From an optimization exercise on the open Yosys and OpenROAD flow, aimed at a short achievable clock period and few clock cycles; shortcuts taken in it are not production practice. At most, simulation tests tie the RTL to the original design; equivalence was not proved. Power is estimated from default activity; no workload was simulated.

==> run D: inputs <==
==> flow/design.v <==
`timescale 1ns/1ps
`timescale 1ns/1ps
`timescale 1ns/1ps
`timescale 1ns/1ps
module dcache (
    input  logic         clk_i,
    input  logic         rst_i,
    input  logic         cpu_req_valid_i,
    input  logic         cpu_req_we_i,
    input  logic [3:0]   cpu_req_be_i,
    input  logic [31:0]  cpu_req_addr_i,
    input  logic [31:0]  cpu_req_wdata_i,
    output logic         cpu_rsp_ready_o,
    output logic [31:0]  cpu_rsp_rdata_o,
    output logic         mem_req_strobe_o,
    output logic         mem_req_we_o,
    output logic [31:0]  mem_req_addr_o,
    output logic [127:0] mem_req_wline_o,
    input  logic         mem_rsp_ready_i,
    input  logic [127:0] mem_rsp_rline_i
);
    localparam int N_SETS   = 16;
    localparam int TAG_BITS = 24;
    logic s_idle_q;    
    logic s_hit_q;     
    logic s_wb_q;      
    logic s_rd_q;      
    logic s_fill_q;    
    logic                req_we_q;
    logic [3:0]          req_be_q;
    logic [3:0]          req_idx_q;
    logic [1:0]          req_off_q;
    logic [TAG_BITS-1:0] req_tag_q;
    logic [31:0]         req_wdata_q;
    logic                hit_way_q;
    logic                vic_way_q;
    logic          rsp_ready_q;
    logic [31:0]   rdata0_q;   
    logic [31:0]   rdata1_q;   
    logic          strobe_q;
    logic          mem_we_q;
    logic [31:0]   mem_addr_q;
    logic [127:0]  mem_wline_q;
    logic [127:0]  fill_q;
    logic [TAG_BITS-1:0] tag_mem  [2][N_SETS];
    logic [127:0]        line_mem [2][N_SETS];
    logic [N_SETS-1:0]   valid_q  [2];
    logic [N_SETS-1:0]   dirty_q  [2];
    logic [N_SETS-1:0]   fifo_q;
    logic [TAG_BITS-1:0] vtag_q   [N_SETS];
    logic [N_SETS-1:0]   vdirty_q;
    logic [3:0]          idx;
    logic [1:0]          off;
    logic [TAG_BITS-1:0] tag;
    logic [1:0]          hit;
    logic [127:0]        line_at [2];
    logic [31:0]         word [2];
    logic                vic;
    logic [TAG_BITS-1:0] vic_tag;
    logic                vic_dirty;
    logic [127:0]        vic_line;
    logic                miss;
    assign idx = cpu_req_addr_i[7:4];
    assign off = cpu_req_addr_i[3:2];
    assign tag = cpu_req_addr_i[31:8];
    logic [N_SETS-1:0] set_sel;
    logic [N_SETS-1:0] tag_eq [2];
    always_comb begin
        for (int s = 0; s < N_SETS; s++) set_sel[s] = (idx == s[3:0]);
        for (int w = 0; w < 2; w++) begin
            for (int s = 0; s < N_SETS; s++) tag_eq[w][s] = (tag_mem[w][s] == tag);
            hit[w]     = |(set_sel & valid_q[w] & tag_eq[w]);
            line_at[w] = line_mem[w][idx];
            word[w]    = line_at[w][off*32 +: 32];
        end
    end
    assign miss      = !(hit[0] || hit[1]);
    assign vic       = fifo_q[idx];
    assign vic_tag   = vtag_q[idx];
    assign vic_dirty = vdirty_q[idx];
    assign vic_line  = vic ? line_at[1] : line_at[0];
    logic accept;
    assign accept = s_idle_q && cpu_req_valid_i;
    always_ff @(posedge clk_i) begin
        if (rst_i) begin
            s_idle_q    <= 1'b1;
            s_hit_q     <= 1'b0;
            s_wb_q      <= 1'b0;
            s_rd_q      <= 1'b0;
            s_fill_q    <= 1'b0;
            rsp_ready_q <= 1'b0;
            strobe_q    <= 1'b0;
        end else begin
            s_idle_q    <= (s_idle_q && !cpu_req_valid_i) || s_hit_q || s_fill_q;
            s_hit_q     <= accept && !miss;
            s_wb_q      <= (accept && miss && vic_dirty) || (s_wb_q && !mem_rsp_ready_i);
            s_rd_q      <= (accept && miss && !vic_dirty) || (s_wb_q && mem_rsp_ready_i) ||
                           (s_rd_q && !mem_rsp_ready_i);
            s_fill_q    <= s_rd_q && mem_rsp_ready_i;
            rsp_ready_q <= (accept && !miss) || (s_rd_q && mem_rsp_ready_i);
            strobe_q    <= (accept && miss) || (s_wb_q && mem_rsp_ready_i);
        end
    end
    always_ff @(posedge clk_i) begin
        if (s_idle_q) begin
            req_we_q    <= cpu_req_we_i;
            req_be_q    <= cpu_req_be_i;
            req_idx_q   <= idx;
            req_off_q   <= off;
            req_tag_q   <= tag;
            req_wdata_q <= cpu_req_wdata_i;
            hit_way_q   <= hit[1];
            vic_way_q   <= vic;
        end
        if (s_rd_q && mem_rsp_ready_i) fill_q <= mem_rsp_rline_i;
    end
    always_ff @(posedge clk_i) begin
        mem_we_q    <= s_idle_q && vic_dirty;
        mem_addr_q  <= s_idle_q ? {(vic_dirty ? vic_tag : tag), idx, 4'h0}
                                : {req_tag_q, req_idx_q, 4'h0};
        mem_wline_q <= vic_line;
        rdata0_q    <= s_idle_q ? (word[0] & {32{hit[0]}})
                                : mem_rsp_rline_i[req_off_q*32 +: 32];
        rdata1_q    <= word[1] & {32{s_idle_q && hit[1]}};
    end
    logic [127:0]        other_q;         
    logic [TAG_BITS-1:0] other_tag_q;     
    logic                other_dirty_q;   
    always_ff @(posedge clk_i) begin
        other_q <= vic ? line_at[0] : line_at[1];
        if (s_idle_q) begin
            other_tag_q   <= vic ? tag_mem[0][idx] : tag_mem[1][idx];
            other_dirty_q <= vic ? (valid_q[0][idx] && dirty_q[0][idx])
                                 : (valid_q[1][idx] && dirty_q[1][idx]);
        end
    end
    logic [127:0] base_line;
    logic [127:0] wr_line;
    assign base_line = s_fill_q ? fill_q :
                       (hit_way_q == vic_way_q) ? mem_wline_q : other_q;
    always_comb begin
        wr_line = base_line;
        if (req_we_q) begin
            for (int b = 0; b < 4; b++) begin
                if (req_be_q[b]) wr_line[req_off_q*32 + b*8 +: 8] = req_wdata_q[b*8 +: 8];
            end
        end
    end
    for (genvar w = 0; w < 2; w++) begin : g_way
        for (genvar s = 0; s < N_SETS; s++) begin : g_set
            logic sel_fill;
            logic sel_hit;
            assign sel_fill = s_fill_q && (vic_way_q == w[0]) && (req_idx_q == s[3:0]);
            assign sel_hit  = s_hit_q && req_we_q && (hit_way_q == w[0]) && (req_idx_q == s[3:0]);
            always_ff @(posedge clk_i) begin
                if (sel_fill) tag_mem[w][s] <= req_tag_q;
                if (sel_fill || sel_hit) line_mem[w][s] <= wr_line;
            end
            always_ff @(posedge clk_i) begin
                if (rst_i) begin
                    valid_q[w][s] <= 1'b0;
                end else if (sel_fill) begin
                    valid_q[w][s] <= 1'b1;
                end
            end
            always_ff @(posedge clk_i) begin
                if (sel_fill || sel_hit) dirty_q[w][s] <= req_we_q;
            end
        end
    end
    always_ff @(posedge clk_i) begin
        if (rst_i) begin
            fifo_q <= '0;
        end else if (s_fill_q) begin
            fifo_q[req_idx_q] <= !fifo_q[req_idx_q];
        end
    end
    for (genvar s = 0; s < N_SETS; s++) begin : g_vic
        always_ff @(posedge clk_i) begin
            if (s_fill_q && (req_idx_q == s[3:0])) vtag_q[s] <= other_tag_q;
        end
        always_ff @(posedge clk_i) begin
            if (rst_i) begin
                vdirty_q[s] <= 1'b0;
            end else if (req_idx_q == s[3:0]) begin
                if (s_fill_q) begin
                    vdirty_q[s] <= other_dirty_q;
                end else if (s_hit_q && req_we_q && (hit_way_q == vic_way_q)) begin
                    vdirty_q[s] <= 1'b1;
                end
            end
        end
    end
    assign cpu_rsp_ready_o  = rsp_ready_q;
    assign cpu_rsp_rdata_o  = rdata0_q | rdata1_q;
    assign mem_req_strobe_o = strobe_q;
    assign mem_req_we_o     = mem_we_q;
    assign mem_req_addr_o   = mem_addr_q;
    assign mem_req_wline_o  = mem_wline_q;
endmodule
==> flow/flow/run.sh <==
#!/bin/bash
set -euo pipefail
bash standard.sh SETUP_SLACK_MARGIN=6.5 ABC_CLOCK_PERIOD_IN_PS=2000 MATCH_CELL_FOOTPRINT=0 finish > make_finish.log 2>&1
==> flow/standard.sh <==
#!/bin/bash
# synth_recipe.tcl (not shown) runs the flow's synth.tcl, then flattens the netlist and writes it again
# the make line also repeats each setting of config.mk as NAME=value (left out here)
make -C /OpenROAD-flow-scripts/flow DESIGN_CONFIG=/design/flow/config.mk WORK_HOME=/design/flow/orfs CLKGATE_MAP_FILE= SYNTH_SCRIPT=/design/flow/synth_recipe.tcl "${@:-finish}"
==> flow/config.mk <==
export PLATFORM = sky130hd
export DESIGN_NAME = dcache
export DESIGN_NICKNAME = dcache
export VERILOG_FILES = /design/flow/design.v
export SDC_FILE = /design/flow/constraint.sdc
export NUM_CORES = 4
export LEC_CHECK = 0
export CAP_MARGIN = 20
export CELL_PAD_IN_SITES_DETAIL_PLACEMENT = 1
export CELL_PAD_IN_SITES_GLOBAL_PLACEMENT = 2
export CORE_MARGIN = 2
export CORE_UTILIZATION = 45
export PLACE_DENSITY = 0.6
export SLEW_MARGIN = 20
==> flow/constraint.sdc <==
create_clock -name core_clock -period 10.0 [get_ports {clk_i}]
set_input_delay 2.0000 -clock core_clock [delete_from_list [all_inputs] [get_ports {clk_i}]]
set_output_delay 2.0000 -clock core_clock [all_outputs]
set_load 0.01 [all_outputs]
==> run R (differences from run D) <==
--- a/flow/design.v
+++ b/flow/design.v
@@ -48,6 +48,4 @@
     logic [N_SETS-1:0]   dirty_q  [2];
     logic [N_SETS-1:0]   fifo_q;
-    logic [TAG_BITS-1:0] vtag_q   [N_SETS];
-    logic [N_SETS-1:0]   vdirty_q;
     logic [3:0]          idx;
     logic [1:0]          off;
@@ -77,6 +75,6 @@
     assign miss      = !(hit[0] || hit[1]);
     assign vic       = fifo_q[idx];
-    assign vic_tag   = vtag_q[idx];
-    assign vic_dirty = vdirty_q[idx];
+    assign vic_tag   = tag_mem[vic][idx];
+    assign vic_dirty = valid_q[vic][idx] && dirty_q[vic][idx];
     assign vic_line  = vic ? line_at[1] : line_at[0];
     logic accept;
@@ -124,14 +122,7 @@
         rdata1_q    <= word[1] & {32{s_idle_q && hit[1]}};
     end
-    logic [127:0]        other_q;         
-    logic [TAG_BITS-1:0] other_tag_q;     
-    logic                other_dirty_q;   
+    logic [127:0] other_q;    
     always_ff @(posedge clk_i) begin
         other_q <= vic ? line_at[0] : line_at[1];
-        if (s_idle_q) begin
-            other_tag_q   <= vic ? tag_mem[0][idx] : tag_mem[1][idx];
-            other_dirty_q <= vic ? (valid_q[0][idx] && dirty_q[0][idx])
-                                 : (valid_q[1][idx] && dirty_q[1][idx]);
-        end
     end
     logic [127:0] base_line;
@@ -176,20 +167,4 @@
         end
     end
-    for (genvar s = 0; s < N_SETS; s++) begin : g_vic
-        always_ff @(posedge clk_i) begin
-            if (s_fill_q && (req_idx_q == s[3:0])) vtag_q[s] <= other_tag_q;
-        end
-        always_ff @(posedge clk_i) begin
-            if (rst_i) begin
-                vdirty_q[s] <= 1'b0;
-            end else if (req_idx_q == s[3:0]) begin
-                if (s_fill_q) begin
-                    vdirty_q[s] <= other_dirty_q;
-                end else if (s_hit_q && req_we_q && (hit_way_q == vic_way_q)) begin
-                    vdirty_q[s] <= 1'b1;
-                end
-            end
-        end
-    end
     assign cpu_rsp_ready_o  = rsp_ready_q;
     assign cpu_rsp_rdata_o  = rdata0_q | rdata1_q;
==> flow/flow/run.sh (replaced) <==
#!/bin/bash
set -euo pipefail
bash standard.sh SETUP_SLACK_MARGIN=6.5 ABC_CLOCK_PERIOD_IN_PS=2000 finish > make_finish.log 2>&1
==> run F (differences from run D) <==
--- a/flow/design.v
+++ b/flow/design.v
@@ -30,4 +30,6 @@
     logic [3:0]          req_be_q;
     logic [3:0]          req_idx_q;
+    logic [N_SETS-1:0]   req_sel_q;        
+    logic [N_SETS-1:0]   fill_sel_q [2];   
     logic [1:0]          req_off_q;
     logic [TAG_BITS-1:0] req_tag_q;
@@ -107,4 +109,7 @@
             req_be_q    <= cpu_req_be_i;
             req_idx_q   <= idx;
+            req_sel_q   <= set_sel;
+            fill_sel_q[0] <= set_sel & {N_SETS{!vic}};
+            fill_sel_q[1] <= set_sel & {N_SETS{vic}};
             req_off_q   <= off;
             req_tag_q   <= tag;
@@ -151,6 +156,6 @@
             logic sel_fill;
             logic sel_hit;
-            assign sel_fill = s_fill_q && (vic_way_q == w[0]) && (req_idx_q == s[3:0]);
-            assign sel_hit  = s_hit_q && req_we_q && (hit_way_q == w[0]) && (req_idx_q == s[3:0]);
+            assign sel_fill = s_fill_q && fill_sel_q[w][s];
+            assign sel_hit  = s_hit_q && req_we_q && (hit_way_q == w[0]) && req_sel_q[s];
             always_ff @(posedge clk_i) begin
                 if (sel_fill) tag_mem[w][s] <= req_tag_q;
@@ -173,15 +178,15 @@
             fifo_q <= '0;
         end else if (s_fill_q) begin
-            fifo_q[req_idx_q] <= !fifo_q[req_idx_q];
+            fifo_q <= fifo_q ^ req_sel_q;
         end
     end
     for (genvar s = 0; s < N_SETS; s++) begin : g_vic
         always_ff @(posedge clk_i) begin
-            if (s_fill_q && (req_idx_q == s[3:0])) vtag_q[s] <= other_tag_q;
+            if (s_fill_q && req_sel_q[s]) vtag_q[s] <= other_tag_q;
         end
         always_ff @(posedge clk_i) begin
             if (rst_i) begin
                 vdirty_q[s] <= 1'b0;
-            end else if (req_idx_q == s[3:0]) begin
+            end else if (req_sel_q[s]) begin
                 if (s_fill_q) begin
                     vdirty_q[s] <= other_dirty_q;
--- a/flow/config.mk
+++ b/flow/config.mk
@@ -6,5 +6,5 @@
 export NUM_CORES = 4
 export LEC_CHECK = 0
-export CAP_MARGIN = 20
+export CAP_MARGIN = 30
 export CELL_PAD_IN_SITES_DETAIL_PLACEMENT = 1
 export CELL_PAD_IN_SITES_GLOBAL_PLACEMENT = 2
@@ -12,3 +12,3 @@
 export CORE_UTILIZATION = 45
 export PLACE_DENSITY = 0.6
-export SLEW_MARGIN = 20
+export SLEW_MARGIN = 40
==> run G (differences from run D) <==
--- a/flow/design.v
+++ b/flow/design.v
@@ -30,4 +30,6 @@
     logic [3:0]          req_be_q;
     logic [3:0]          req_idx_q;
+    logic [N_SETS-1:0]   req_sel_q;        
+    logic [N_SETS-1:0]   fill_sel_q [2];   
     logic [1:0]          req_off_q;
     logic [TAG_BITS-1:0] req_tag_q;
@@ -72,5 +74,12 @@
             hit[w]     = |(set_sel & valid_q[w] & tag_eq[w]);
             line_at[w] = line_mem[w][idx];
-            word[w]    = line_at[w][off*32 +: 32];
+        end
+    end
+    logic [31:0] set_word [2][N_SETS];
+    always_comb begin
+        for (int w = 0; w < 2; w++) begin
+            for (int s = 0; s < N_SETS; s++) set_word[w][s] = line_mem[w][s][off*32 +: 32];
+            word[w] = '0;
+            for (int s = 0; s < N_SETS; s++) word[w] = word[w] | (set_word[w][s] & {32{set_sel[s]}});
         end
     end
@@ -107,4 +116,7 @@
             req_be_q    <= cpu_req_be_i;
             req_idx_q   <= idx;
+            req_sel_q   <= set_sel;
+            fill_sel_q[0] <= set_sel & {N_SETS{!vic}};
+            fill_sel_q[1] <= set_sel & {N_SETS{vic}};
             req_off_q   <= off;
             req_tag_q   <= tag;
@@ -151,6 +163,6 @@
             logic sel_fill;
             logic sel_hit;
-            assign sel_fill = s_fill_q && (vic_way_q == w[0]) && (req_idx_q == s[3:0]);
-            assign sel_hit  = s_hit_q && req_we_q && (hit_way_q == w[0]) && (req_idx_q == s[3:0]);
+            assign sel_fill = s_fill_q && fill_sel_q[w][s];
+            assign sel_hit  = s_hit_q && req_we_q && (hit_way_q == w[0]) && req_sel_q[s];
             always_ff @(posedge clk_i) begin
                 if (sel_fill) tag_mem[w][s] <= req_tag_q;
@@ -173,15 +185,15 @@
             fifo_q <= '0;
         end else if (s_fill_q) begin
-            fifo_q[req_idx_q] <= !fifo_q[req_idx_q];
+            fifo_q <= fifo_q ^ req_sel_q;
         end
     end
     for (genvar s = 0; s < N_SETS; s++) begin : g_vic
         always_ff @(posedge clk_i) begin
-            if (s_fill_q && (req_idx_q == s[3:0])) vtag_q[s] <= other_tag_q;
+            if (s_fill_q && req_sel_q[s]) vtag_q[s] <= other_tag_q;
         end
         always_ff @(posedge clk_i) begin
             if (rst_i) begin
                 vdirty_q[s] <= 1'b0;
-            end else if (req_idx_q == s[3:0]) begin
+            end else if (req_sel_q[s]) begin
                 if (s_fill_q) begin
                     vdirty_q[s] <= other_dirty_q;
--- a/flow/config.mk
+++ b/flow/config.mk
@@ -6,9 +6,9 @@
 export NUM_CORES = 4
 export LEC_CHECK = 0
-export CAP_MARGIN = 20
+export CAP_MARGIN = 30
 export CELL_PAD_IN_SITES_DETAIL_PLACEMENT = 1
 export CELL_PAD_IN_SITES_GLOBAL_PLACEMENT = 2
 export CORE_MARGIN = 2
-export CORE_UTILIZATION = 45
-export PLACE_DENSITY = 0.6
-export SLEW_MARGIN = 20
+export CORE_UTILIZATION = 40
+export PLACE_DENSITY = 0.55
+export SLEW_MARGIN = 40
==> metrics.md <==
| Metric | Value |
|---|---|
| Outcome | `finished clean` |
| Met3 usage | `0.153` |
| Area of the multi-input gates | `0.0564 mm²` |
| Worst flop-to-flop path startpoint | `req_idx_q[0]$_DFFE_PP_` |
| Slew Viols, Final | `0` |
| Largest cells by area after synthesis | `edfxtp_1 73%, a22oi_1 4.0%, dfxtp_1 3.7%, a22o_1 3.1%, xnor2_1 3.0%` |
| NetSw | `between 0.015 and 0.02 W` |
| Worst path max stage delay | `0.35 ns` |
| Mapped Area | `0.226 mm²` |
| #MultiIn Comb | `~6600` |
| Synth Warn # | `9` |
| R2R Path End | `line_mem[15][67]$_DFFE_PP_` |
| First-pass GRT wire length | `1540000 µm` |
| Clk cell area share | `0.0697` |
| Max frequency | `between 200 and 300 MHz` |
| FF+latch count, synth | `5922` |
| WHS | `between 0.4 and 0.5 ns` |
| Met2 Track Usage GR | `0.662` |
the above is filed under run D

==> metrics.md <==
| Metric | Value |
|---|---|
| Outcome | `finished clean` |
| Worst path max stage delay | `0.66 ns` |
| Synth Warn # | `10` |
| Mapped Area | `0.226 mm²` |
| Slew Viols, Final | `0` |
| FF+latch count, synth | `5970` |
| NetSw | `0.0150 W` |
| Met2 Track Usage GR | `0.628` |
| Clk cell area share | `0.0717` |
| R2R Path End | `line_mem[9][65]$_DFFE_PP_` |
the above is filed under run F

==> metrics.md <==
| Metric | Value |
|---|---|
| Outcome | `finished clean` |
| First-pass GRT wire length | `1680000 µm` |
| Met2 Track Usage GR | `0.588` |
| Worst path max stage delay | `0.35 ns` |
| Worst flop-to-flop path startpoint | `s_fill_q$_SDFF_PP0_` |
| R2R Path End | `line_mem[26][112]$_DFFE_PP_` |
| Max frequency | `245 MHz` |
| Mapped Area | `0.253 mm²` |
| WHS | `0.479 ns` |
| Clk cell area share | `0.0707` |
| Largest cells by area after synthesis | `edfxtp_1 66%, mux4_2 9.5%, a22oi_1 5.2%, dfxtp_1 3.3%, xnor2_1 2.7%` |
| Area of the multi-input gates | `0.0804 mm²` |
| FF+latch count, synth | `5970` |
| Synth Warn # | `11` |
| NetSw | `0.0166 W` |
the above is filed under run G

==> metrics.md <==
| Metric | Value |
|---|---|
| Largest cells by area after synthesis | `edfxtp_1 73%, a22oi_1 4.6%, dfxtp_1 3.9%, xor2_1 2.7%, a22o_1 2.3%` |
| #MultiIn Comb | `6291` |
| Slew Viols, Final | `1` |
| Synth Warn # | `8` |
| Violated checks | `max-slew violations` |
| NetSw | `0.0139 W` |
| Mapped Area | `between 0.2 and 0.25 mm²` |
| Met2 Track Usage GR | `0.652` |
| R2R Path End | `mem_addr_q[30]$_DFF_P_` |
| Max frequency | `219 MHz` |
| Worst path max stage delay | `1.16 ns` |
| Outcome | `complete, but fails checks` |
| Area of the multi-input gates | `0.0521 mm²` |
the above is filed under run R

Testbench counts of run D, summed over its fixed seeds: cycles 48,257.
Testbench counts of run F, summed over its fixed seeds: cycles 48,257.
Testbench counts of run G, summed over its fixed seeds: cycles 48,257.
Function not checked in run R: the RTL went through the layout flow alone.

## separate check: timing with driven ports
The flow's constraints put no driver on any port. The routed layouts listed below were extracted and timed again, unchanged, in two steps. Step 1 (the two cells are an assumption about what drives the block):
set clk [get_ports {clk_i}]
set_driving_cell -lib_cell sky130_fd_sc_hd__clkbuf_16 $clk
set_driving_cell -lib_cell sky130_fd_sc_hd__buf_2 [delete_from_list [all_inputs] $clk]
Step 2, shift: input delay + t, output delay - t, t = (earliest + latest rising clock arrival at the registers) / 2. This alone moves slack from input paths to output paths. Three values: ideal, step 1, step 2; two values: the first two.
run | shift t [ns] | setup slack, ns | latest minus earliest clock arrival (ns) | worst slew at a driven data input, ns
run D | 1.275 | 6.009 / 5.864 / 4.750 | 0.055 / 0.054 | 0.65
run R | 1.245 | 5.432 / 5.134 / 3.888 | 0.067 / 0.067 | 0.67
run F | 1.248 | 6.020 / 5.886 / 4.886 | 0.071 / 0.071 | 0.21
run G | 1.298 | 5.912 / 5.773 / 4.659 | 0.047 / 0.048 | 0.51
For run R, which loses most, drivers alone change the setup slack by -0.298 ns; drivers and shift together by -1.544 ns.
